Background: an optimization exercise with open tools, aiming at small area, a short achievable clock period and few clock cycles per item. Do not read the settings as production practice. RTL that was checked went through simulation tests only; none was proved equivalent to the original. The RTL of runs 3 to 5 was laid out without a check of its function. No activity file was given, so power comes from the tool's default toggle rates.

==> flow/design.v <==
package slam_pkg;
  localparam int RSA_DW = 32;
  localparam int ROW_LEN = 10;
  localparam int PLB_AW = 32;
  localparam int PLB_RD_LATENCY = 1;
  typedef logic signed [RSA_DW-1:0] slam_word_t;
  typedef enum logic [2:0] {
    STAGE_IDLE = 3'd0,
    STAGE_PRD  = 3'd1,
    STAGE_NEW  = 3'd2,
    STAGE_UPD  = 3'd3
  } stage_code_t;
  localparam logic [PLB_AW-1:0] POSE_BASE  = 32'd0;
  localparam logic [PLB_AW-1:0] LM_BASE    = 32'd3;
  localparam logic [PLB_AW-1:0] INNOV_BASE = 32'd1020;
  function automatic [PLB_AW-1:0] lm_addr(input [ROW_LEN-1:0] l_k);
    lm_addr = LM_BASE + {{(PLB_AW-ROW_LEN-1){1'b0}}, l_k, 1'b0};
  endfunction
  typedef struct packed {
    stage_code_t            stage;
    logic [ROW_LEN-1:0]     l_k;
    slam_word_t             rk;
    slam_word_t             phi;
  } stage_cmd_t;
  typedef struct packed {
    slam_word_t x;
    slam_word_t y;
    slam_word_t theta;
    slam_word_t lx;
    slam_word_t ly;
  } nl_operand_t;
  typedef struct packed {
    slam_word_t result_0;
    slam_word_t result_1;
    slam_word_t result_2;
    slam_word_t result_3;
    slam_word_t result_4;
    slam_word_t result_5;
  } nl_raw_t;
  typedef struct packed {
    slam_word_t rsv_0;
    slam_word_t d_theta;
    slam_word_t d_x;
    slam_word_t d_y;
    slam_word_t rsv_4;
    slam_word_t rsv_5;
  } nl_prd_view_t;
  typedef struct packed {
    slam_word_t rsv_0;
    slam_word_t rsv_1;
    slam_word_t off_y;
    slam_word_t off_x;
    slam_word_t rsv_4;
    slam_word_t rsv_5;
  } nl_new_view_t;
  typedef struct packed {
    slam_word_t pred_range;
    slam_word_t pred_bearing;
    slam_word_t rsv_2;
    slam_word_t rsv_3;
    slam_word_t rsv_4;
    slam_word_t rsv_5;
  } nl_upd_view_t;
  typedef union packed {
    nl_raw_t      raw;
    nl_prd_view_t prd;
    nl_new_view_t newlm;
    nl_upd_view_t upd;
  } nl_result_u;
  typedef struct packed {
    slam_word_t [2:0]     words;
    logic [PLB_AW-1:0]    base;
    logic [1:0]           cnt;
  } est_bundle_t;
endpackage
`timescale 1ns/1ps
module ekf_slam_core (
  input  logic          clk,
  input  logic          sys_rst,
  input  logic          i_stage_valid,
  input  logic [76:0]   i_stage_cmd,
  input  logic [31:0]   i_plb_dout,
  input  logic          i_nl_done,
  input  logic [191:0]  i_nl_result,
  output logic          o_stage_ready,
  output logic          o_plb_en,
  output logic          o_plb_we,
  output logic [31:0]   o_plb_addr,
  output logic [31:0]   o_plb_din,
  output logic          o_nl_init,
  output logic [2:0]    o_nl_stage,
  output logic [159:0]  o_nl_operand
);
  logic [2:0]  in_stage;
  logic [9:0]  in_lk;
  logic [31:0] in_rk, in_phi;
  assign in_stage = i_stage_cmd[76:74];
  assign in_lk    = i_stage_cmd[73:64];
  assign in_rk    = i_stage_cmd[63:32];
  assign in_phi   = i_stage_cmd[31:0];
  logic in_prd, in_new, in_upd, in_legal;
  assign in_prd   = (in_stage == 3'd1);
  assign in_new   = (in_stage == 3'd2);
  assign in_upd   = (in_stage == 3'd3);
  assign in_legal = in_prd | in_new | in_upd;
  logic [31:0] r0, r1, r2, r3;
  assign r0 = i_nl_result[191:160];
  assign r1 = i_nl_result[159:128];
  assign r2 = i_nl_result[127:96];
  assign r3 = i_nl_result[95:64];
  logic        nl_busy;
  logic        def_pend;
  logic        c_prd, c_new, c_upd;
  logic [9:0]  c_lk;
  logic [31:0] c_rk, c_phi;
  logic [31:0] px, py, pt;
  logic        pv;
  logic [1:0]  pp;
  logic [31:0] lx, ly;
  logic [9:0]  tag;
  logic        lxv, lyv;
  logic        lw_q;
  logic        rq_x, rq_y, rq_t, rq_lx, rq_ly;
  logic [1:0]  pw;
  logic [1:0]  ww;
  logic        w_upd;
  logic [9:0]  w_lk;
  logic busy_prd, busy_nu, m_done, all_done, idle;
  assign busy_prd = nl_busy & c_prd;
  assign busy_nu  = nl_busy & ~c_prd;
  assign m_done   = nl_busy & i_nl_done;
  assign all_done = ~nl_busy & ~def_pend & (pw == 2'd0) & (ww == 2'd0);
  assign idle     = all_done & ~i_stage_valid;
  logic lx_fly, ly_fly, rd_pose, rd_lx, rd_ly, rd_any;
  assign lx_fly  = rq_lx;
  assign ly_fly  = rq_ly;
  assign rd_pose = ~pv & (pp != 2'd3);
  assign rd_lx   = ~rd_pose & (lw_q | (def_pend & c_upd)) & ~lxv & ~lx_fly;
  assign rd_ly   = ~rd_pose & ~rd_lx & (lw_q | (def_pend & c_upd)) & ~lyv & ~ly_fly;
  assign rd_any  = rd_pose | rd_lx | rd_ly;
  logic rd_q, rd_q2, rd_pri, dl_w, wr_ww, wr_pw, rd;
  assign rd_pri = rd_any & ~(rd_q & rd_q2 & ((ww != 2'd0) | (pw != 2'd0)));
  assign dl_w   = (busy_prd & (pw != 2'd0)) | (busy_nu & (ww != 2'd0));
  assign wr_ww  = dl_w ? busy_nu  : (~rd_pri & (ww != 2'd0));
  assign wr_pw  = dl_w ? busy_prd : (~rd_pri & (ww == 2'd0) & (pw != 2'd0));
  assign rd     = ~dl_w & rd_pri;
  logic w_ovl, l_haz, snoop;
  assign w_ovl = w_upd ? (tag[9:1] == 9'd254) : (w_lk == tag);
  assign l_haz = (ww != 2'd0) & w_ovl;
  assign snoop = wr_ww & w_ovl;
  logic lk_match, l_ok;
  assign lk_match = (in_lk == tag);
  assign l_ok     = lk_match & lxv & lyv & ~l_haz;
  logic trk;
  assign trk = ~nl_busy & ~def_pend & ((ww == 2'd0) | ((ww == 2'd1) & wr_ww));
  logic pw_ok, go_prd, go_new, go_upd, go;
  assign pw_ok  = (pw[1] == 1'b0) | ((pw == 2'd2) & (ww == 2'd0) & ~rd_pri);
  assign go_prd = pw_ok & (~nl_busy | (i_nl_done & ~c_prd));
  assign go_new = ~nl_busy & (~ww[1] | ~rd_pri);
  assign go_upd = trk;
  assign go     = ~def_pend & ((in_prd & go_prd) | (in_new & go_new) | (in_upd & go_upd));
  logic accept, def_set, def_ok, init;
  assign accept  = i_stage_valid & go;
  assign def_set = accept & (~pv | (in_upd & ~l_ok));
  assign def_ok  = def_pend & pv & (~c_upd | (lxv & lyv & ~l_haz));
  assign init    = (accept & ~def_set) | def_ok;
  assign o_stage_ready = i_stage_valid ? (go | ~in_legal) : all_done;
  assign o_nl_init     = init;
  assign o_nl_stage    = def_pend ? {1'b0, c_new | c_upd, c_prd | c_upd} : in_stage;
  assign o_nl_operand  = {px, py, pt, lx, ly};
  logic [11:0] w_la;
  logic [10:0] t_p1, t_p2;
  assign w_la = {1'b0, w_lk, 1'b1} + {10'd0, 1'b1, ~ww[1]};
  assign t_p1 = {1'b0, tag} + 11'd1;
  assign t_p2 = {1'b0, tag} + 11'd2;
  logic din_ww;
  assign din_ww = (ww != 2'd0) & ~(busy_prd & (pw != 2'd0));
  logic [11:0] waddr, raddr, addr;
  always_comb begin
    if (din_ww) begin
      waddr = w_upd ? {11'd510, ~ww[1]} : w_la;
    end else begin
      waddr = {10'd0, ~pw};
    end
    if (rd_pose)    raddr = {10'd0, pp};
    else if (rd_lx) raddr = {t_p1, 1'b1};
    else            raddr = {t_p2, 1'b0};
  end
  assign addr = (wr_ww | wr_pw) ? waddr : raddr;
  always_comb begin
    if (din_ww)          o_plb_din = ww[1] ? c_rk : c_phi;
    else if (pw == 2'd3) o_plb_din = px;
    else if (pw == 2'd2) o_plb_din = py;
    else                 o_plb_din = pt;
  end
  assign o_plb_en   = wr_ww | wr_pw | (rd & ~idle);
  assign o_plb_we   = wr_ww | wr_pw;
  assign o_plb_addr = {20'd0, addr};
  logic [31:0] a0, b0, a1, b1, sum0, sum1;
  logic [31:0] sum2;
  assign a0   = c_upd ? c_rk  : px;
  assign a1   = c_upd ? c_phi : py;
  assign b0   = ({32{c_prd}} & r2) | ({32{c_new}} & r3) | ({32{c_upd}} & ~r0);
  assign b1   = ({32{c_prd}} & r3) | ({32{c_new}} & r2) | ({32{c_upd}} & ~r1);
  ekf_add u_add0 (.a(a0), .b(b0), .ci(c_upd), .s(sum0));
  ekf_add u_add1 (.a(a1), .b(b1), .ci(c_upd), .s(sum1));
  ekf_add u_add2 (.a(pt), .b(r1), .ci(1'b0),  .s(sum2));
  logic tag_sw, kill_l;
  assign tag_sw = i_stage_valid & in_upd & ~lk_match & ~def_pend;
  assign kill_l = tag_sw | snoop;
  always_ff @(posedge clk) begin
    if (sys_rst) begin
      nl_busy <= 1'b0;
      def_pend <= 1'b0;
      pw      <= 2'd0;
      ww      <= 2'd0;
      pv      <= 1'b0;
      pp      <= 2'd0;
      lxv     <= 1'b0;
      lyv     <= 1'b0;
      rq_x    <= 1'b0;
      rq_y    <= 1'b0;
      rq_t    <= 1'b0;
      rq_lx   <= 1'b0;
      rq_ly   <= 1'b0;
      lw_q    <= 1'b0;
      rd_q    <= 1'b0;
      rd_q2   <= 1'b0;
    end else begin
      if (init)        nl_busy <= 1'b1;
      else if (m_done) nl_busy <= 1'b0;
      if (def_set)     def_pend <= 1'b1;
      else if (def_ok) def_pend <= 1'b0;
      if (m_done & c_prd) pw <= 2'd3;
      else if (wr_pw)     pw <= pw - 2'd1;
      if (m_done & ~c_prd) ww <= 2'd2;
      else if (wr_ww)      ww <= ww - 2'd1;
      lw_q <= i_stage_valid & in_upd;
      rd_q  <= rd & ~idle;
      rd_q2 <= rd_q;
      if (idle) begin
        pv   <= 1'b0;
        pp   <= 2'd0;
        lxv  <= 1'b0;
        lyv  <= 1'b0;
        rq_x <= 1'b0;
        rq_y <= 1'b0;
        rq_t <= 1'b0;
        rq_lx <= 1'b0;
        rq_ly <= 1'b0;
      end else begin
        rq_x  <= rd & ~idle & rd_pose & (pp == 2'd0);
        rq_y  <= rd & ~idle & rd_pose & (pp == 2'd1);
        rq_t  <= rd & ~idle & rd_pose & (pp == 2'd2);
        rq_lx <= rd & ~idle & rd_lx & ~kill_l;
        rq_ly <= rd & ~idle & rd_ly & ~kill_l;
        if (rd & ~idle & rd_pose) pp <= pp + 2'd1;
        if (rq_t) pv <= 1'b1;
        if (kill_l) begin
          lxv <= 1'b0;
          lyv <= 1'b0;
        end else begin
          if (lx_fly) lxv <= 1'b1;
          if (ly_fly) lyv <= 1'b1;
        end
      end
    end
  end
  always_ff @(posedge clk) begin
    if (tag_sw) tag <= in_lk;
  end
  always_ff @(posedge clk) begin
    if (rq_x)                  px <= i_plb_dout;
    if (rq_y)                  py <= i_plb_dout;
    if (rq_t)                  pt <= i_plb_dout;
    if (lx_fly)                lx <= i_plb_dout;
    if (ly_fly)                ly <= i_plb_dout;
    if (m_done && c_prd) begin
      px <= sum0;
      py <= sum1;
      pt <= sum2;
    end
    if (~def_pend & (~nl_busy | i_nl_done)) begin
      c_prd <= in_prd;
      c_new <= in_new;
      c_upd <= in_upd;
      c_lk  <= in_lk;
    end
    if (m_done && !c_prd) begin
      c_rk  <= sum0;
      c_phi <= sum1;
    end else if (trk) begin
      c_rk  <= in_rk;
      c_phi <= in_phi;
    end
    if (m_done && !c_prd) begin
      w_upd <= c_upd;
      w_lk  <= c_lk;
    end
  end
endmodule
module ekf_add (
  input  logic [31:0] a,
  input  logic [31:0] b,
  input  logic        ci,
  output logic [31:0] s
);
  logic [31:0] g [0:5];
  logic [31:0] p [0:5];
  logic [31:0] h;
  assign h    = a ^ b;
  assign g[0] = (a & b) | {31'd0, h[0] & ci};
  assign p[0] = h;
  for (genvar l = 0; l < 5; l++) begin : lv
    for (genvar i = 0; i < 32; i++) begin : bt
      if (((i >> l) & 1) == 1) begin : c
        localparam int J = ((i >> l) << l) - 1;
        assign g[l+1][i] = g[l][i] | (p[l][i] & g[l][J]);
        assign p[l+1][i] = p[l][i] & p[l][J];
      end else begin : n
        assign g[l+1][i] = g[l][i];
        assign p[l+1][i] = p[l][i];
      end
    end
  end
  assign s = h ^ {g[5][30:0], ci};
endmodule
==> flow/flow/run.sh <==
#!/bin/bash
# Standard layout, with plain buffers (buf_1) on the ports in place of the
# delay buffers buffer_ports picks by default.
set -euo pipefail
export BUFFER_PORTS_ARGS="-buffer_cell sky130_fd_sc_hd__buf_1"
bash standard.sh > standard.log 2>&1
==> flow/standard.sh <==
#!/bin/bash
# synth_recipe.tcl (not shown) runs the flow's synth.tcl, then flattens the netlist and writes it again
# the make line also repeats each setting of config.mk as NAME=value (left out here)
make -C /OpenROAD-flow-scripts/flow DESIGN_CONFIG=/design/flow/config.mk WORK_HOME=/design/flow/orfs CLKGATE_MAP_FILE= SYNTH_SCRIPT=/design/flow/synth_recipe.tcl "${@:-finish}"
==> flow/config.mk <==
export PLATFORM = sky130hd
export DESIGN_NAME = ekf_slam_core
export DESIGN_NICKNAME = ekf_slam_core
export VERILOG_FILES = /design/flow/design.v
export SDC_FILE = /design/flow/constraint.sdc
export NUM_CORES = 4
export LEC_CHECK = 0
export CAP_MARGIN = 20
export CORE_MARGIN = 2
export CORE_UTILIZATION = 40
export SETUP_SLACK_MARGIN = 1.2
export SLEW_MARGIN = 20
export SYNTH_HIERARCHICAL = 1
export TNS_END_PERCENT = 5
==> flow/constraint.sdc <==
create_clock -name core_clock -period 5.0 [get_ports {clk}]
set_input_delay 1.0000 -clock core_clock [delete_from_list [all_inputs] [get_ports {clk}]]
set_output_delay 1.0000 -clock core_clock [all_outputs]
set_load 0.01 [all_outputs]
==> metrics.yaml, run 1 <==
placement:
  portBuffers: 451
  dp_slack_ns: 0.626
  placed_cell_area_sq_um: 21300
  dp_cells: 3001
  place_hpwl_um: 50900
  finalWeightedCongestion: 0.919
timing:
  fin_crit_ns: 3.81
  rsz0062_at_grt: "yes"
  maxSlewViolCount: 0
  fin_tns_setup_ns: 0
  hold_viol: 0
  finalCritPeriodShare_pct: 76.1
  worst_slack_ns: 1.19
  fin_worst_skew_ns: 0.0208
  fmax_mhz: 263
  slew_headroom_pct: 26.8
  hold_ws_ns: 0.416
  worstMarginPinSlew_ns: 1.10
  setup_violations: 0
yosys:
  synth_edf_count: 258
  synth_top_cell_area_share_pct: 40.7
  synthArstFlopShare_pct: 0
  yosys.area.top_type: "edfxtp_1"
  yosysWarningCount: 10
  syn_area_sq_um: 19000
  synth_top_flop_cell: "edfxtp_1"
  synth_common_cells: "nand2_1, edfxtp_1, o21ai_0"
  yosysSeqAreaShare_pct: 42.7
  synth_most_common_cell: "nand2_1"
  netlist_instances: 2007
  synthTopCellsByArea: "edfxtp_1, nand2_1, ha_1"
  syn_avg_cell_area_sq_um: 9.48
  ys_types: 65
  synth-seq-cells: 277
final_layout:
  drive_gt1_share_pct: 10.6
  instances_no_fill: 3093
  design_area_sq_um: 23000
  fillers: 4479
  final_nets: 2881
  area_growth_pct: 21.0
  fin_util_pct: 49.2
pwr:
  p_per_area_nw_per_um2: 310
  leakagePower_nw: 8.70
  p_int_mw: 4.89
  p_clk_share_pct: 35.9
  finalPower_mw: 7.14
  power_switching_mw: 2.25
  switching_share_pct: 31.5
  p_comb_share_pct: 26.3
  ir_drop_mv: 0.214
  seqPwrFrac_pct: 37.8
detailed_routing:
  wl_per_cell_um: 22.4
  vias: 17369
  wl_um: 69200
  viasPerCell: 5.62
  first_pass_iters: 5
  route.detailed.drc: 0
  drtIter0Drc: 1438
  postRouteAntennaNets: 0
clock_tree:
  clockRootBuffer: "clkbuf_16"
  htree_num_levels: 2
  clock_latency_ns: 0.55
  cts_tree: "yes"
  cts_sinks: 277
  clockBufferDepth: 3
  clk_pin_slew_worst_paths_ns: 0.06
  cts_inserted_buffers: 36
worst_setup_path:
  worstPathArrival_ns: 2.81
  worstSetupPathType: "reg -> out"
  required_ns: 4.00
  r2r_cells: 15
  crit_path_end_kind: "output pin"
  critPathMaxFanout: 4
  start_kind: "register"
global_routing:
  overflow: 0
  grt_usage_pct: 26.9
  grt_max_degree: 70
  grt_pass1_wl_um: 100000
  grt_pass1_vias: 16895
  antenna_found_initial: 3
hold_path:
  min_path_cells: 0
  hp-class: "reg -> reg"
floorplan:
  std_cell_rows: 79
  num_io_pins: 536
  initial_core_util_pct: 40.7
  die_w_um: 222
  die_h_um: 222
  design.core.area_sq_um: 46800
  dieArea_sq_um: 49300
status:
  status: "no timing/DRC/antenna violations"
flow_run:
  timing.max_cap.violations: 0
==> state kept, by name, indices dropped and copies added (netlist names), 2 cells and up <==
signal,cells
c_phi,32
c_rk,32
lx,32
ly,32
pt,32
px,32
py,32
c_lk,10
tag,10
w_lk,10
pp,2
pw,2
ww,2
==> layer usage <==
metal,part of all wire [%],up-vias,track usage [%]
li1,-,8049,-
met1,42,8402,34.4
met2,48,795,44.9
met3,7.4,123,4.98
met4,3.3,0,10.9
met5,0,-,0
==> path summary, 6_finish.rpt <==
kind	slack [ns]	startpoint	to
max	1.19	c_upd	o_plb_addr[11]
min	0.42	c_lk[4]	w_lk[4]
min reg2reg	0.42	c_lk[4]	w_lk[4]
max reg2reg	1.27	c_upd	py[31]
==> worst max-delay path: stages, from the launching register on <==
cell,delay (ns)
edfxtp_1,0.45
buf_12,0.17
a21oi_4,0.21
nor4_4,0.06
mux2_4,0.22
or3b_4,0.38
or4_4,0.49
o21ai_2,0.10
buf_2,0.16
==> cells by family after synthesis <==
group                    share of synthesized area, %
adder cells (fa/ha/maj)                          8.47
buffers and inverters                            4.22
XOR/XNOR                                         5.07
flip-flops                                       42.7
AO/OA/AOI/OAI                                    15.0
other                                          0.0197
AND/OR/NAND/NOR                                  16.8
multiplexers                                     7.72
==> Yosys stat by module (local to each module, per instance) <==
| module | area [sq um] | flip-flops and latches | times used | cells inside |
|---|---|---|---|---|
| ekf_add | 1500 | 0 | 3 | 189 |
| ekf_slam_core | 14500 | 277 | 1 | 1440 |
==> repair_timing <==
action	CTS	global route
endpoints found under the setup margin	101	114
pin swaps	8	17
resized for setup	33	45
hold buffers	0	0
setup buffers	13	12
gates cloned	1	0
==> cells in the final DEF, fill, tap and decap left out, types with 7 or more instances in the layout <==
| master | instances |
|---|---|
| nor2b_1 | 11 |
| fa_1 | 16 |
| clkbuf_16 | 37 |
| o21ai_1 | 11 |
| a211oi_2 | 9 |
| inv_1 | 69 |
| a21oi_1 | 72 |
| nand2_1 | 531 |
| o21ai_0 | 142 |
| clkbuf_1 | 7 |
| nor2_1 | 77 |
| nand4_1 | 20 |
| or4_1 | 7 |
| nor3_1 | 25 |
| xor2_1 | 46 |
| buf_1 | 450 |
| a31oi_1 | 8 |
| xnor2_1 | 64 |
| mux2_2 | 65 |
| buf_4 | 44 |
| buf_12 | 7 |
| nand3_1 | 18 |
| a21o_1 | 18 |
| o21ai_2 | 9 |
| o22ai_1 | 7 |
| dfxtp_1 | 12 |
| mux2i_1 | 72 |
| o21a_1 | 7 |
| a22oi_1 | 65 |
| nor4_1 | 14 |
| and3_1 | 8 |
| conb_1 | 21 |
| o211ai_1 | 7 |
| edfxtp_1 | 258 |
| ha_1 | 95 |
==> layout make-up <==
class / count / area [sq um] / share of cell area [%]
clock inverter: 18 / 173 / 0.750
timing repair buffer: 509 / 2260 / 9.84
tap: 607 / 759 / 3.30
antenna: 3 / 7.51 / 0.0326
multi-input combinational: 1562 / 10400 / 45.3
sequential: 277 / 8140 / 35.4
clock buffer: 45 / 966 / 4.20
inverter: 72 / 273 / 1.19
==> power groups by stage <==
stage | Sequential [mW] | Combinational (mW) | Clock [mW]
after detailed placement | 2.75 | 1.73 | 0
after floorplan | 2.73 | 1.23 | 0
after global routing | 2.71 | 2.04 | 2.69
after CTS | 2.70 | 1.82 | 2.62
final | 2.70 | 1.88 | 2.57
after global placement | 2.75 | 1.69 | 0
Testbench counts, summed over its fixed seeds: cycles 11,126, commands 1,920.
==> run 2, diff against run 1 <==
--- a/flow/config.mk
+++ b/flow/config.mk
@@ -13,2 +13 @@
 export SYNTH_HIERARCHICAL = 1
-export TNS_END_PERCENT = 5
==> metrics.yaml, run 2 <==
final_layout:
  final_cell_mix: "nand2_1, buf_1, edfxtp_1"
  instances_no_fill: 3098  # +0.16%
  area_growth_pct: 21.3
  fin_util_pct: 49.4  # +0.13 points
  design_area_sq_um: 23100  # +0.26%
  final_nets: 2886  # +0.17%
  drive_gt1_share_pct: 11.0  # +0.46 points
  final_common_cell: "nand2_1"
pwr:
  finalPower_mw: 7.15  # about the same
  p_per_area_nw_per_um2: 310  # -0.17%
  leakagePower_nw: 8.72  # +0.23%
  ir_drop_mv: 0.214  # +0.10%
timing:
  worst_slack_ns: 1.18  # -0.00836 ns
  fin_crit_ns: 3.82  # +0.00836 ns
  fmax_mhz: 262  # -0.22%
  worstMarginPinSlew_ns: 1.11  # +0.00994 ns
  hold_viol: 0  # unchanged
  setup_violations: 0  # unchanged
  fin_worst_skew_ns: 0.0192  # -0.00155 ns
  slew_headroom_pct: 26.2  # -0.66 points
  hold_ws_ns: 0.415  # -0.00143 ns
  maxSlewViolCount: 0  # unchanged
  rsz0062_at_grt: "yes"
  finalCritPeriodShare_pct: 76.3  # +0.17 points
  fin_tns_setup_ns: 0  # unchanged
yosys:
  netlist_instances: 2007  # unchanged
  syn_avg_cell_area_sq_um: 9.48  # unchanged
  yosysWarningCount: 10  # unchanged
  synth_common_cells: "nand2_1, edfxtp_1, o21ai_0"
  syn_area_sq_um: 19000  # unchanged
  synth_top_cell_area_share_pct: 40.7  # unchanged
  synth_most_common_cell: "nand2_1"
  yosysSeqAreaShare_pct: 42.7  # unchanged
  synthTopCellsByArea: "edfxtp_1, nand2_1, ha_1"
  synth-seq-cells: 277  # unchanged
  ys_types: 65  # unchanged
  synth_edf_count: 258  # unchanged
  synth_top_flop_cell: "edfxtp_1"
  yosys.area.top_type: "edfxtp_1"
  synthArstFlopShare_pct: 0  # unchanged
placement:
  dp_slack_ns: 0.626  # unchanged
  place_hpwl_um: 50900  # unchanged
  portBuffers: 451  # unchanged
  finalWeightedCongestion: 0.919  # unchanged
  dp_cells: 3001  # unchanged
  placed_cell_area_sq_um: 21300  # unchanged
detailed_routing:
  postRouteAntennaNets: 0  # unchanged
  wl_per_cell_um: 22.4  # about the same
  drtIter0Drc: 1346  # -6.4%
  first_pass_iters: 6  # +1
  route.detailed.drc: 0  # unchanged
  vias: 17283  # -0.50%
  viasPerCell: 5.58  # -0.66%
  wl_um: 69300  # +0.20%
worst_setup_path:
  worstPathArrival_ns: 2.82  # about the same
  r2r_setup_slack_ns: 1.32  # +0.05 ns
  required_ns: 4.00  # about the same
  critPathMaxFanout: 4  # unchanged
  r2r-end: "py[31]"
  worstSetupPathType: "reg -> out"
  r2r_cells: 15  # unchanged
  critPathLaunch: "c_upd"
  crit_path_end_kind: "output pin"
  crit_end: "o_plb_addr[11]"
  start_kind: "register"
  timing.rr.start: "c_upd"
flow_run:
  timing.max_cap.violations: 0  # unchanged
floorplan:
  num_io_pins: 536  # unchanged
  dieArea_sq_um: 49300  # unchanged
  initial_core_util_pct: 40.7  # unchanged
  die_h_um: 222  # unchanged
  design.core.area_sq_um: 46800  # unchanged
  std_cell_rows: 79  # unchanged
  die_w_um: 222  # unchanged
clock_tree:
  clockBufferDepth: 3  # unchanged
  ctsHoldBuffers: 0  # unchanged
  htree_num_levels: 2  # unchanged
  clk_pin_slew_worst_paths_ns: 0.06  # about the same
  clockRootBuffer: "clkbuf_16"
  cts_sinks: 277  # unchanged
  cts_tree: "yes"
  cts_inserted_buffers: 36  # unchanged
  clock_latency_ns: 0.55  # about the same
global_routing:
  grt_pass1_wl_um: 100000  # about the same
  overflow: 0  # unchanged
  antenna_found_initial: 3  # unchanged
  grt_pass1_vias: 16858  # -0.22%
  grt_max_degree: 70  # unchanged
  grt_usage_pct: 26.9  # about the same
hold_path:
  hp-class: "reg -> reg"
status:
  status: "no timing/DRC/antenna violations"
run 2: cell counts after synthesis:
Identical to the previous run, type by type.
run 2: what timing repair did:
item | in CTS | in global routing
pin swaps | 10 | 18
gates cloned | 1 | 0
setup endpoints to repair | 101 | 74
buffers inserted | 13 | 17
gates resized for setup | 47 | 35
run 2: cell families (layout without fill, tap and decap cells):
logic type,after synthesis,after routing,synth area share [%]
other,1,24,0.0197
multiplexers,138,138,7.72
XOR/XNOR,110,110,5.07
buffers and inverters,188,649,4.22
flip-flops,277,277,42.7
adder cells (fa/ha/maj),118,118,8.47
AO/OA/AOI/OAI,421,421,15.0
AND/OR/NAND/NOR,754,754,16.8
run 2: area by class of cell:
cell class	instances	area, sq um
flip-flops and latches	277	8150
clock inverters	18	173
fillers	4469	23700
inverters	72	273
repair buffers	514	2310
multi-input cells	1562	10400
clock buffers	45	966
diodes	3	7.51
well taps	607	759
run 2: worst min path at each step:
stage                     endpoint  slack (ns)     from  depth (start not counted)
after floorplan            w_lk[0]        0.40  c_lk[0]                          0
after global placement     w_lk[5]        0.40  c_lk[5]                          0
after detailed placement   w_lk[0]        0.41  c_lk[0]                          0
after CTS                  w_lk[4]        0.42  c_lk[4]                          0
after global routing       w_lk[4]        0.42  c_lk[4]                          0
final                      w_lk[4]        0.42  c_lk[4]                          0
run 2: worst max-delay path: stages, from the launching register on:
cell	delay, ns
edfxtp_1	0.45
buf_12	0.17
a21oi_4	0.22
nor4_4	0.06
mux2_4	0.22
or3b_4	0.38
or4_4	0.49
o21ai_2	0.11
buf_2	0.16
run 2: metal layers:
layer | vias to the layer above | GRT usage (%) | wire (um)
met1 | 8358 | 34.5 | 28900
met5 | - | 0 | 0
met4 | 0 | 10.2 | 2110
met2 | 756 | 45.1 | 33300
li1 | 8051 | - | -
met3 | 118 | 5.00 | 5040
run 2: Yosys stat by module (local to each module, per instance):
module         cell area, sq um  flops+latches  times used
ekf_add                    1500              0           3
ekf_slam_core             14500            277           1
run 2: report_power, final:
group | switching, mW | total (mW) | internal [mW]
Clock | 1.04 | 2.56 | 1.52
Combinational | 1.15 | 1.89 | 0.738
Sequential | 0.0580 | 2.70 | 2.64
Total | 2.25 | 7.15 | 4.90
==> run 3, diff against run 2 <==
--- a/flow/design.v
+++ b/flow/design.v
@@ -140,4 +140,4 @@
   assign rd_any  = rd_pose | rd_lx | rd_ly;
-  logic rd_q, rd_q2, rd_pri, dl_w, wr_ww, wr_pw, rd;
-  assign rd_pri = rd_any & ~(rd_q & rd_q2 & ((ww != 2'd0) | (pw != 2'd0)));
+  logic rd_q, rd_2q, rd_pri, dl_w, wr_ww, wr_pw, rd;
+  assign rd_pri = rd_any & ~(rd_2q & ((ww != 2'd0) | (pw != 2'd0)));
   assign dl_w   = (busy_prd & (pw != 2'd0)) | (busy_nu & (ww != 2'd0));
@@ -147,3 +147,2 @@
   logic w_ovl, l_haz, snoop;
-  assign w_ovl = w_upd ? (tag[9:1] == 9'd254) : (w_lk == tag);
   assign l_haz = (ww != 2'd0) & w_ovl;
@@ -210,2 +209,8 @@
   assign kill_l = tag_sw | snoop;
+  logic       w_load, w_upd_n;
+  logic [9:0] w_lk_n, tag_n;
+  assign w_load  = m_done & ~c_prd;
+  assign w_upd_n = w_load ? c_upd : w_upd;
+  assign w_lk_n  = w_load ? c_lk  : w_lk;
+  assign tag_n   = tag_sw ? in_lk : tag;
   always_ff @(posedge clk) begin
@@ -227,3 +232,3 @@
       rd_q    <= 1'b0;
-      rd_q2   <= 1'b0;
+      rd_2q   <= 1'b0;
     end else begin
@@ -239,3 +244,3 @@
       rd_q  <= rd & ~idle;
-      rd_q2 <= rd_q;
+      rd_2q <= rd & ~idle & rd_q;
       if (idle) begin
@@ -270,2 +275,3 @@
     if (tag_sw) tag <= in_lk;
+    w_ovl <= w_upd_n ? (tag_n[9:1] == 9'd254) : (w_lk_n == tag_n);
   end
--- a/flow/config.mk
+++ b/flow/config.mk
@@ -12,2 +12 @@
 export SLEW_MARGIN = 20
-export SYNTH_HIERARCHICAL = 1
==> metrics.yaml, run 3 <==
status:
  status: "no timing/DRC/antenna violations"
final_layout:
  seqCellArea_sq_um: 8060  # -1.1%
  area_growth_pct: 27.6
  multi_input_area_sq_um: 10000  # -3.8%
  final_nets: 2667  # -7.6%
  final_cell_mix: "buf_1, edfxtp_1, o21ai_0"
  drive_gt1_share_pct: 14.8  # +3.8 points
  final_common_cell: "buf_1"
  fillers: 4118  # -7.9%
pwr:
  leakagePower_nw: 8.38  # -3.9%
  p_clk_share_pct: 36.7  # +0.8 points
  power_switching_mw: 2.23  # -0.76%
  finalPower_mw: 7.29  # +2.0%
  ir_drop_mv: 0.253  # +18%
  p_int_mw: 5.06  # +3.3%
  p_per_area_nw_per_um2: 318  # +2.7%
  seqPwrFrac_pct: 37.6  # about the same
  p_comb_share_pct: 25.7  # -0.7 points
  switching_share_pct: 30.6  # -0.85 points
clock_tree:
  htree_num_levels: 2  # unchanged
  clockBufferDepth: 3  # unchanged
  cts_inserted_buffers: 36  # unchanged
  clock_latency_ns: 0.56  # about the same
  clockRootBuffer: "clkbuf_16"
  ctsHoldBuffers: 0  # unchanged
  cts_tree: "yes"
  clk_pin_slew_worst_paths_ns: 0.06  # about the same
  cts_sinks: 278  # +0.36%
worst_setup_path:
  critPathBufInv: 4  # +2
  crit_path_end_kind: "register"
  start_kind: "register"
  worstPathArrival_ns: 4.25  # +1.43 ns
  critPathLaunch: "c_upd"
  cpPeakStageDelay_ns: 0.45  # -0.04 ns
  crit_path_frequent_cell: "buf_6"
  critPathMaxFanout: 5  # +1
  timing.rr.start: "c_upd"
  path_delay_family: "compound AO/OA/AOI/OAI gates"
  worstSetupPathType: "reg -> reg"
  required_ns: 5.27  # +1.27 ns
  crit_slowest_cell: "edfxtp_1"
  crit_chain: "buf_6 -> buf_6 -> mux2_4 -> fa_2 -> inv_2 -> fa_2 -> nor2b_4 -> o311a_4 -> o221ai_2 -> buf_6 -> o21ai_4 -> a2111oi_4 -> nor3_2 -> a2111oi_4 -> xnor2_1 -> o21ai_1"
timing:
  fin_crit_ns: 3.98  # +0.164 ns
  fin_tns_setup_ns: 0  # unchanged
  rsz0062_at_grt: "yes"
  setup_violations: 0  # unchanged
  maxSlewViolCount: 0  # unchanged
  fmax_mhz: 251  # -4.1%
  slew_headroom_pct: 39.6  # +13 points
  fin_worst_skew_ns: 0.0227  # +0.00346 ns
  hold_viol: 0  # unchanged
  finalCritPeriodShare_pct: 79.6  # +3.3 points
  worstMarginPinSlew_ns: 0.897  # -0.210 ns
floorplan:
  design.core.area_sq_um: 44300  # -5.2%
  std_cell_rows: 77  # -2.5%
  die_w_um: 216  # -2.8%
  num_io_pins: 536  # unchanged
  dieArea_sq_um: 46600  # -5.4%
  die_h_um: 216  # -2.8%
  initial_core_util_pct: 40.5  # -0.14 points
detailed_routing:
  first_pass_iters: 6  # unchanged
  drtIter0Drc: 1335  # -0.82%
  wl_per_cell_um: 23.5  # +5.1%
  postRouteAntennaNets: 0  # unchanged
  wl_um: 67500  # -2.6%
  route.detailed.drc: 0  # unchanged
  viasPerCell: 5.72  # +2.5%
  vias: 16408  # -5.1%
yosys:
  yosysWarningCount: 4  # -6
  synth-seq-cells: 278  # +0.36%
  synthTopCellsByArea: "edfxtp_1, ha_1, o21ai_0"
  synth_top_cell_area_share_pct: 41.5  # +0.71 points
  synth_most_common_cell: "edfxtp_1"
  ys_types: 68  # +4.6%
  synth_edf_count: 248  # -3.9%
  netlist_instances: 1755  # -13%
  syn_avg_cell_area_sq_um: 10.2  # +8.0%
  syn_area_sq_um: 18000  # -5.5%
  yosys.area.top_type: "edfxtp_1"
  yosysSeqAreaShare_pct: 44.8  # +2.1 points
  synth_top_flop_cell: "edfxtp_1"
  synthArstFlopShare_pct: 0  # unchanged
  synth_common_cells: "edfxtp_1, o21ai_0, nand2_1"
placement:
  portBuffers: 451  # unchanged
  place_hpwl_um: 46300  # -9.1%
  finalWeightedCongestion: 0.905  # -1.5%
global_routing:
  antenna_found_initial: 6  # +3
  overflow: 0  # unchanged
  grt_pass1_wl_um: 94400  # -6.0%
  grt_usage_pct: 26.8  # -0.12 points
  grt_max_degree: 69  # -1.4%
  grt_pass1_vias: 16023  # -5.0%
flow_run:
  timing.max_cap.violations: 0  # unchanged
hold_path:
  hp-class: "reg -> reg"
  holdCritStartpoint: "rd_q"
[run 3: changes by cell type in the layout (fill, tap and decap cells not counted), sizes merged, moves of 21 or more]
cell,delta
mux2i,+21
o21ai,+76
buf,+24
a211oi,+27
nor2,+21
nand2,-360
[run 3: logic make-up (layout without fill, tap and decap cells)]
kind of cell | Yosys count | after routing | synth area share, %
AOI/OAI and AO/OA | 530 | 530 | 18.1
xor gates and xnor gates | 115 | 115 | 5.61
adders and majority gates | 117 | 117 | 8.86
buffers and inverters | 168 | 667 | 3.97
DFF | 278 | 278 | 44.8
muxes | 149 | 149 | 8.76
other | 1 | 24 | 0.0209
and+or+nand+nor | 397 | 397 | 9.94
[run 3: final timing paths]
kind	depth (start not counted)	endpoint	slack [ns]
worst max-delay path	16	c_phi[31]	1.02
worst min-delay path	1	rd_2q	0.42
worst max register to register	16	c_phi[31]	1.02
worst min register to register	1	rd_2q	0.42
[run 3: final cells by class]
class	count	share of cell area [%]
Inverter	57	0.966
Antenna cell	4	0.0437
Clock buffer	40	4.09
Sequential cell	278	35.1
Multi-Input combinational cell	1328	43.8
Tap cell	592	3.23
Clock inverter	26	1.09
Timing Repair Buffer	544	11.6
[run 3: power by group through the flow]
stage | logic [mW] | clock network [mW] | registers, mW
CTS | 1.64 | 2.71 | 2.74
finish | 1.87 | 2.68 | 2.74
detailed placement | 1.52 | 0 | 2.79
global placement | 1.49 | 0 | 2.79
global route | 2.04 | 2.78 | 2.75
floorplan | 1.07 | 0 | 2.76
[run 3: per-layer routing]
layer | share of wire [%] | up-vias | GRT usage (%)
met4 | 4.2 | 4 | 11.4
met5 | 0.044 | - | 0
met1 | 40 | 7930 | 33.6
met3 | 8.0 | 169 | 4.51
met2 | 48 | 846 | 45.6
li1 | - | 7459 | -
[run 3: per-stage QoR]
| stage | hold WS, ns | std cells | cell area, sq um | setup slack (ns) | utilization [%] |
|---|---|---|---|---|---|
| final | 0.422 | 2869 | 22900 | 1.02 | 51.7 |
| after global routing | 0.456 | 2868 | 22900 | 0.902 | 51.7 |
| after CTS | 0.423 | 2830 | 22100 | 1.07 | 49.9 |
| after detailed placement | 0.410 | 2739 | 20400 | 0.380 | 46.0 |
| after global placement | 0.413 | 2739 | 20400 | 0.426 | 46.0 |
| after floorplan | 0.406 | 1774 | 18100 | 1.15 | - |
[run 3: repair_timing]
| action | 4_1_cts | 5_1_grt |
|---|---|---|
| pin swaps | 24 | 51 |
| buffers inserted | 24 | 28 |
| resized for setup | 66 | 110 |
| gates cloned | 1 | 7 |
| setup endpoints to repair | 113 | 73 |
==> run 4, diff against run 3 <==
--- a/flow/config.mk
+++ b/flow/config.mk
@@ -12 +12,2 @@
 export SLEW_MARGIN = 20
+export SYNTH_HIERARCHICAL = 1
==> metrics.yaml, run 4 <==
status:
  status: "no timing/DRC/antenna violations"
clock_tree:
  clock_latency_ns: 0.56  # about the same
  cts_sinks: 278  # unchanged
  clk_pin_slew_worst_paths_ns: 0.06  # about the same
  cts_tree: "yes"
  cts_inserted_buffers: 36  # unchanged
  clockRootBuffer: "clkbuf_16"
  htree_num_levels: 2  # unchanged
  clockBufferDepth: 3  # unchanged
final_layout:
  fin_util_pct: 49.3  # -2.4 points
  fillers: 4602  # +12%
  final_cell_mix: "nand2_1, buf_1, edfxtp_1"
  design_area_sq_um: 23500  # +2.4%
  area_growth_pct: 21.6
  drive_gt1_share_pct: 12.6  # -2.2 points
  final_common_cell: "nand2_1"
  final_nets: 2901  # +8.8%
worst_setup_path:
  crit_path_end_kind: "output pin"
  required_ns: 4.00  # -1.27 ns
  crit_slowest_cell: "or3_4"
  r2r_setup_slack_ns: 1.32  # +0.30 ns
  start_kind: "register"
  worstSetupPathType: "reg -> out"
  critPathMaxFanout: 8  # +3
  cpPeakStageDelay_ns: 0.39  # -0.06 ns
  crit_path_frequent_cell: "o21ai_1"
  worstPathArrival_ns: 2.71  # -1.54 ns
  crit_chain: "inv_2 -> ha_4 -> nand2_1 -> and2_2 -> o21ai_1 -> a21oi_2 -> buf_4 -> or3_4 -> o21ai_1 -> clkbuf_2"
detailed_routing:
  first_pass_iters: 5  # -1
  top_layer: "met4"
  viasPerCell: 5.64  # -1.4%
  drtIter0Drc: 1352  # +1.3%
  postRouteAntennaNets: 0  # unchanged
  wl_met1_um: 29400  # +10%
  wl_um: 71100  # +5.4%
  route.detailed.drc: 0  # unchanged
  vias: 17588  # +7.2%
  wl_met2_um: 33600  # +3.3%
  wl_met3_um: 5760  # +6.6%
  wl_per_cell_um: 22.8  # -3.0%
placement:
  portBuffers: 451  # unchanged
  dp_slack_ns: 0.455  # +0.0751 ns
  finalWeightedCongestion: 0.898  # -0.86%
  place_hpwl_um: 51700  # +12%
  placed_cell_area_sq_um: 21600  # +6.0%
yosys:
  synth_top_flop_cell: "edfxtp_1"
  syn_avg_cell_area_sq_um: 9.57  # -6.5%
  ys_types: 72  # +5.9%
  synthTopCellsByArea: "edfxtp_1, nand2_1, ha_1"
  yosysWarningCount: 10  # +6
  yosys.area.top_type: "edfxtp_1"
  synthArstFlopShare_pct: 0  # unchanged
  synth_common_cells: "nand2_1, edfxtp_1, a21oi_1"
  synth_most_common_cell: "nand2_1"
  synth_top_cell_area_share_pct: 38.6  # -2.9 points
  synth_edf_count: 248  # unchanged
  netlist_instances: 2016  # +15%
  synth-seq-cells: 278  # unchanged
  syn_area_sq_um: 19300  # +7.4%
  yosysSeqAreaShare_pct: 41.7  # -3.1 points
global_routing:
  grt_pass1_wl_um: 103000  # +9.0%
  grt_usage_pct: 27.3  # +0.51 points
  overflow: 0  # unchanged
  grt_max_degree: 70  # +1.4%
  antenna_found_initial: 2  # -4
  grt_pass1_vias: 17113  # +6.8%
timing:
  setup_violations: 0  # unchanged
  hold_ws_ns: 0.438  # +0.0161 ns
  worstMarginPinSlew_ns: 0.997  # +0.0999 ns
  fin_worst_skew_ns: 0.0210  # -0.00166 ns
  fin_crit_ns: 3.71  # -0.267 ns
  slew_headroom_pct: 33.5  # -6.0 points
  fin_tns_setup_ns: 0  # unchanged
  rsz0062_at_grt: "yes"
  worst_slack_ns: 1.29  # +0.267 ns
  fmax_mhz: 269  # +7.2%
  finalCritPeriodShare_pct: 74.2  # -5.3 points
  hold_viol: 0  # unchanged
  maxSlewViolCount: 0  # unchanged
hold_path:
  hp-class: "reg -> reg"
pwr:
  leakagePower_nw: 8.80  # +4.9%
  p_per_area_nw_per_um2: 311  # -2.1%
  ir_drop_mv: 0.260  # +2.9%
floorplan:
  die_h_um: 224  # +3.6%
  initial_core_util_pct: 40.5  # about the same
  std_cell_rows: 80  # +3.9%
  die_w_um: 224  # +3.6%
  num_io_pins: 536  # unchanged
  dieArea_sq_um: 50000  # +7.3%
  design.core.area_sq_um: 47600  # +7.5%
flow_run:
  timing.max_cap.violations: 0  # unchanged
==> run 4: worst paths after layout <==
path,from,to,cells past startpoint
worst max register to register,c_upd,c_rk[31],14
worst min-delay path,rd_q,rd_2q,1
worst max-delay path,pw[1],o_plb_addr[8],10
worst min register to register,rd_q,rd_2q,1
==> run 4: modules after synthesis (local to each module, per instance) <==
module / copies in the design / cell area (sq um) / cells inside
ekf_slam_core: 1 / 14800 / 1449
ekf_add: 3 / 1500 / 189
==> run 4: cell type report <==
cell class / count / area [sq um] / area share [%]
clock buffer: 43 / 948 / 4.04
inverter: 72 / 277 / 1.18
multi-input combinational: 1569 / 10800 / 46.2
tap: 615 / 769 / 3.28
antenna: 2 / 5.00 / 0.0213
clock inverter: 17 / 170 / 0.725
sequential: 278 / 8060 / 34.3
timing repair buffer: 522 / 2400 / 10.2
==> run 4: cell families (layout without fill, tap and decap cells) <==
kind of cell               count (synthesis)  count (layout)  share of synthesized area (%)
and+or+nand+nor                          719             719                           16.0
buffers and inverters                    189             654                           4.32
xor gates and xnor gates                 108             108                           4.90
AOI/OAI and AO/OA                        442             442                           15.9
other                                      1              23                         0.0194
muxes                                    162             162                           8.94
adders and majority gates                117             117                           8.28
DFF                                      278             278                           41.7
==> run 4: routing by layer <==
metal,up-vias,GRT usage [%]
li1,8144,-
met1,8519,36.0
met2,802,45.3
met5,-,0
met4,0,9.78
met3,123,4.66
==> run 4: per-stage QoR <==
| step | total power [mW] | std cells |
|---|---|---|
| after floorplan | 4.08 | 2036 |
| after global placement | 4.56 | 3016 |
| after detailed placement | 4.61 | 3016 |
| after CTS | 7.24 | 3098 |
| after global routing | 7.63 | 3117 |
| final | 7.31 | 3118 |
==> run 4: critical path: cells and delay by family (launching register included) <==
family	cells	cell delay, ns
buffers and inverters	3	0.41
AOI/OAI and AO/OA	3	0.51
DFF	1	0.36
and+or+nand+nor	3	0.69
adders and majority gates	1	0.17
==> run 4: timing repair <==
item / CTS / global route
setup endpoints to repair: 102 / 79
buffers inserted: 20 / 16
gates resized for setup: 42 / 57
hold buffers: 0 / 0
cloned: 2 / 2
pin swaps: 13 / 21
==> run 4: power by group <==
group	total [mW]	switching [mW]	internal, mW	leakage [nW]
combinational	2.02	1.20	0.815	5.65
clock	2.54	1.04	1.50	0.548
sequential	2.75	0.0981	2.65	2.60
total	7.31	2.34	4.97	8.80
==> run 5, diff against run 4 <==
--- a/flow/design.v
+++ b/flow/design.v
@@ -117,3 +117,2 @@
   logic        pv;
-  logic [1:0]  pp;
   logic [31:0] lx, ly;
@@ -136,3 +135,3 @@
   assign ly_fly  = rq_ly;
-  assign rd_pose = ~pv & (pp != 2'd3);
+  assign rd_pose = ~pv & ~rq_t;
   assign rd_lx   = ~rd_pose & (lw_q | (def_pend & c_upd)) & ~lxv & ~lx_fly;
@@ -183,3 +182,3 @@
     end
-    if (rd_pose)    raddr = {10'd0, pp};
+    if (rd_pose)    raddr = {10'd0, rq_y, rq_x};
     else if (rd_lx) raddr = {t_p1, 1'b1};
@@ -222,3 +221,2 @@
       pv      <= 1'b0;
-      pp      <= 2'd0;
       lxv     <= 1'b0;
@@ -247,3 +245,2 @@
         pv   <= 1'b0;
-        pp   <= 2'd0;
         lxv  <= 1'b0;
@@ -256,8 +253,7 @@
       end else begin
-        rq_x  <= rd & ~idle & rd_pose & (pp == 2'd0);
-        rq_y  <= rd & ~idle & rd_pose & (pp == 2'd1);
-        rq_t  <= rd & ~idle & rd_pose & (pp == 2'd2);
+        rq_x  <= rd & ~idle & rd_pose & ~rq_x & ~rq_y;
+        rq_y  <= rd & ~idle & rd_pose & rq_x;
+        rq_t  <= rd & ~idle & rd_pose & rq_y;
         rq_lx <= rd & ~idle & rd_lx & ~kill_l;
         rq_ly <= rd & ~idle & rd_ly & ~kill_l;
-        if (rd & ~idle & rd_pose) pp <= pp + 2'd1;
         if (rq_t) pv <= 1'b1;
==> metrics.yaml, run 5 <==
yosys:
  synth_top_flop_cell: "edfxtp_1"
  synth_common_cells: "nand2_1, edfxtp_1, o21ai_0"
  syn_area_sq_um: 19000  # -1.4%
  synthArstFlopShare_pct: 0  # unchanged
  ys_types: 67  # -6.9%
  synth_top_cell_area_share_pct: 39.1  # +0.54 points
  synthTopCellsByArea: "edfxtp_1, nand2_1, ha_1"
  netlist_instances: 1990  # -1.3%
  yosysWarningCount: 10  # unchanged
  yosys.area.top_type: "edfxtp_1"
  synth_most_common_cell: "nand2_1"
  synth-seq-cells: 276  # -0.72%
  syn_avg_cell_area_sq_um: 9.57  # about the same
  synth_edf_count: 248  # unchanged
  yosysSeqAreaShare_pct: 42.1  # +0.37 points
timing:
  worstMarginPinSlew_ns: 0.998  # +0.000763 ns
  finalCritPeriodShare_pct: 75.6  # +1.4 points
  fin_tns_setup_ns: 0  # unchanged
  fmax_mhz: 264  # -1.8%
  maxSlewViolCount: 0  # unchanged
  hold_viol: 0  # unchanged
  setup_violations: 0  # unchanged
  slew_headroom_pct: 33.5  # -0.051 points
  fin_worst_skew_ns: 0.0184  # -0.00262 ns
  fin_crit_ns: 3.78  # +0.0688 ns
  rsz0062_at_grt: "yes"
detailed_routing:
  first_pass_iters: 5  # unchanged
  drtIter0Drc: 1293  # -4.4%
  wl_per_cell_um: 22.7  # -0.68%
  postRouteAntennaNets: 0  # unchanged
  wl_um: 70100  # -1.5%
  viasPerCell: 5.62  # -0.45%
  route.detailed.drc: 0  # unchanged
  vias: 17363  # -1.3%
clock_tree:
  cts_sinks: 276  # -0.72%
  cts_tree: "yes"
  cts_inserted_buffers: 35  # -2.8%
  clockRootBuffer: "clkbuf_16"
  clockBufferDepth: 3  # unchanged
  ctsHoldBuffers: 0  # unchanged
  htree_num_levels: 2  # unchanged
  clock_latency_ns: 0.55  # about the same
  clk_pin_slew_worst_paths_ns: 0.06  # about the same
pwr:
  seqPwrFrac_pct: 38.0  # +0.4 points
  p_int_mw: 4.86  # -2.3%
  p_clk_share_pct: 34.9  # about the same
  p_comb_share_pct: 27.1  # -0.5 points
  power_switching_mw: 2.30  # -1.8%
  p_per_area_nw_per_um2: 309  # -0.94%
  ir_drop_mv: 0.239  # -8.0%
  switching_share_pct: 32.1  # +0.11 points
  leakagePower_nw: 8.67  # -1.4%
worst_setup_path:
  crit_path_end_kind: "register"
  path_delay_family: "compound AO/OA/AOI/OAI gates"
  cpPeakStageDelay_ns: 0.51  # +0.12 ns
  r2r_cells: 16  # +2
  critPathBufInv: 4  # +1
  timing.rr.start: "c_prd"
  r2r-end: "px[31]"
  worstPathArrival_ns: 4.07  # +1.36 ns
  required_ns: 5.29  # +1.29 ns
  critPathLaunch: "c_prd"
  crit_chain: "buf_6 -> buf_12 -> a22oi_2 -> o21ai_1 -> inv_1 -> fa_2 -> inv_2 -> fa_2 -> a211oi_4 -> o211ai_4 -> a211oi_4 -> a21oi_4 -> a221o_2 -> mux2i_2 -> nand2_1 -> nand2_1"
  r2r_setup_slack_ns: 1.22  # -0.10 ns
  worst-path-stages: 16  # +6
  worstSetupPathType: "reg -> reg"
  crit_end: "px[31]"
  crit_slowest_cell: "edfxtp_1"
  critPathMaxFanout: 7  # -1
  start_kind: "register"
global_routing:
  grt_pass1_wl_um: 102000  # -1.2%
  overflow: 0  # unchanged
  grt_max_degree: 65  # -7.1%
  grt_pass1_vias: 17195  # +0.48%
  grt_usage_pct: 27.3  # about the same
  antenna_found_initial: 11  # +9
final_layout:
  fillers: 4482  # -2.6%
  final_cell_mix: "nand2_1, buf_1, edfxtp_1"
  final_nets: 2872  # -1.0%
  final_common_cell: "nand2_1"
  area_growth_pct: 21.8
  drive_gt1_share_pct: 11.7  # -0.90 points
  instances_no_fill: 3092  # -0.83%
  fin_util_pct: 49.6  # +0.32 points
flow_run:
  timing.max_cap.violations: 0  # unchanged
placement:
  place_hpwl_um: 51100  # -1.1%
  dp_cells: 2990  # -0.86%
  finalWeightedCongestion: 0.905  # +0.85%
  portBuffers: 451  # unchanged
floorplan:
  die_h_um: 222  # -0.68%
  dieArea_sq_um: 49400  # -1.4%
  num_io_pins: 536  # unchanged
  std_cell_rows: 79  # -1.3%
  design.core.area_sq_um: 46800  # -1.9%
  die_w_um: 222  # -0.68%
  initial_core_util_pct: 40.7  # +0.21 points
hold_path:
  hp-class: "reg -> reg"
status:
  status: "no timing/DRC/antenna violations"
==> run 5: cell count changes in the layout (fill, tap and decap cells not counted), moves of 4 or more <==
cell | before | now
o21ai_1 | 12 | 6
o21ai_0 | 94 | 104
nor2b_1 | 16 | 11
nand4_1 | 16 | 21
buf_4 | 54 | 45
ha_2 | 5 | 0
diode_2 | 2 | 6
xor2_1 | 43 | 39
buf_12 | 5 | 11
inv_1 | 64 | 73
nand2b_1 | 12 | 5
==> run 5: cell type report <==
cell class | count | area [sq um] | share of cell area [%]
Antenna cell | 6 | 15.0 | 0.0648
Clock buffer | 42 | 945 | 4.07
Multi-Input combinational cell | 1545 | 10600 | 45.6
Inverter | 80 | 307 | 1.32
Timing Repair Buffer | 516 | 2400 | 10.4
Clock inverter | 20 | 156 | 0.675
Sequential cell | 276 | 8020 | 34.6
Tap cell | 607 | 759 | 3.28
==> run 5: how the worst min path moves through the flow <==
stage	start	to	slack [ns]	cells past startpoint
final	rd_q	rd_2q	0.43	1
after global routing	c_lk[3]	w_lk[3]	0.47	0
after CTS	rd_q	rd_2q	0.43	1
after detailed placement	rd_q	rd_2q	0.42	1
after global placement	rd_q	rd_2q	0.41	1
after floorplan	rd_q	rd_2q	0.41	1
==> run 5: logic make-up (layout without fill, tap and decap cells) <==
family	after synthesis	after routing	share of synthesized area (%)
adder cells (fa/ha/maj)	113	113	8.14
other	1	27	0.0197
flip-flops	276	276	42.1
XOR/XNOR	106	106	4.88
multiplexers	159	159	8.85
AO/OA/AOI/OAI	442	442	16.1
AND/OR/NAND/NOR	704	704	15.7
buffers and inverters	189	658	4.27
==> run 5: Yosys stat by module, one instance, submodules excluded <==
module / flip-flops and latches / area (sq um) / times used / cells inside
ekf_add: 0 / 1500 / 3 / 189
ekf_slam_core: 276 / 14500 / 1 / 1423
==> run 5: layer usage <==
metal / wire length [um] / vias to the layer above / track usage (%)
met2: 32800 / 790 / 44.3
met5: 41 / - / 0
met3: 5110 / 155 / 5.57
li1: - / 8089 / -
met4: 2850 / 6 / 12.3
met1: 29300 / 8323 / 35.1
==> run 5: power groups by stage <==
stage	Clock, mW	Sequential, mW	Combinational (mW)
final	2.49	2.72	1.94
after global routing	2.61	2.73	2.12
after CTS	2.54	2.72	1.83
after detailed placement	0	2.77	1.77
after global placement	0	2.76	1.74
after floorplan	0	2.74	1.28
==> run 5: through the flow <==
step	hold WS (ns)	power (mW)	area (sq um)	setup slack, ns
finish	0.427	7.15	23200	1.22
global placement	0.414	4.50	21400	0.727
global route	0.467	7.46	23200	1.06
CTS	0.430	7.08	22800	1.16
floorplan	0.406	4.02	19100	1.27
detailed placement	0.417	4.54	21400	0.727
==> run 5: repair_timing <==
item                       4_1_cts  5_1_grt
pin swaps                       11       19
setup endpoints to repair       71       77
setup buffers                   11       20
gates resized for setup         36       51
gates cloned                     1        2

-- what the ideal ports hide --
How much do the figures lean on ideal ports? The routed layouts below were timed once more, with nothing changed but the port constraints. Step 1, drivers: a clkbuf_16 drives clk and a buf_2 each remaining input, both assumed. Step 2 adds t to the input delays and takes it off the output delays; t is the mean of the earliest and latest rising clock arrival at the registers after step 1. Input paths then give back, and output paths get back, about the clock's delay inside the block. Three values: ideal, step 1, step 2; two values: the first two.
run	shift t [ns]	setup WS [ns]	latest minus earliest clock arrival (ns)	slew at the worst register clock pin (ns)	cell pins on the clock port's net
run 1	0.597	1.193 / 1.137 / 0.817	0.021 / 0.021	0.06 / 0.06	1
run 2	0.599	1.185 / 1.128 / 0.836	0.020 / 0.019	0.06 / 0.06	1
run 3	0.601	1.021 / 0.987 / 0.545	0.025 / 0.025	0.06 / 0.06	1
run 4	0.602	1.288 / 1.235 / 0.811	0.022 / 0.022	0.06 / 0.06	1
run 5	0.595	1.219 / 1.219 / 0.812	0.019 / 0.019	0.06 / 0.06	1
After both steps every run listed still meets setup and hold. The setup slack of run 4, which loses most, moves by -0.053 ns with the drivers and by -0.477 ns with both steps.
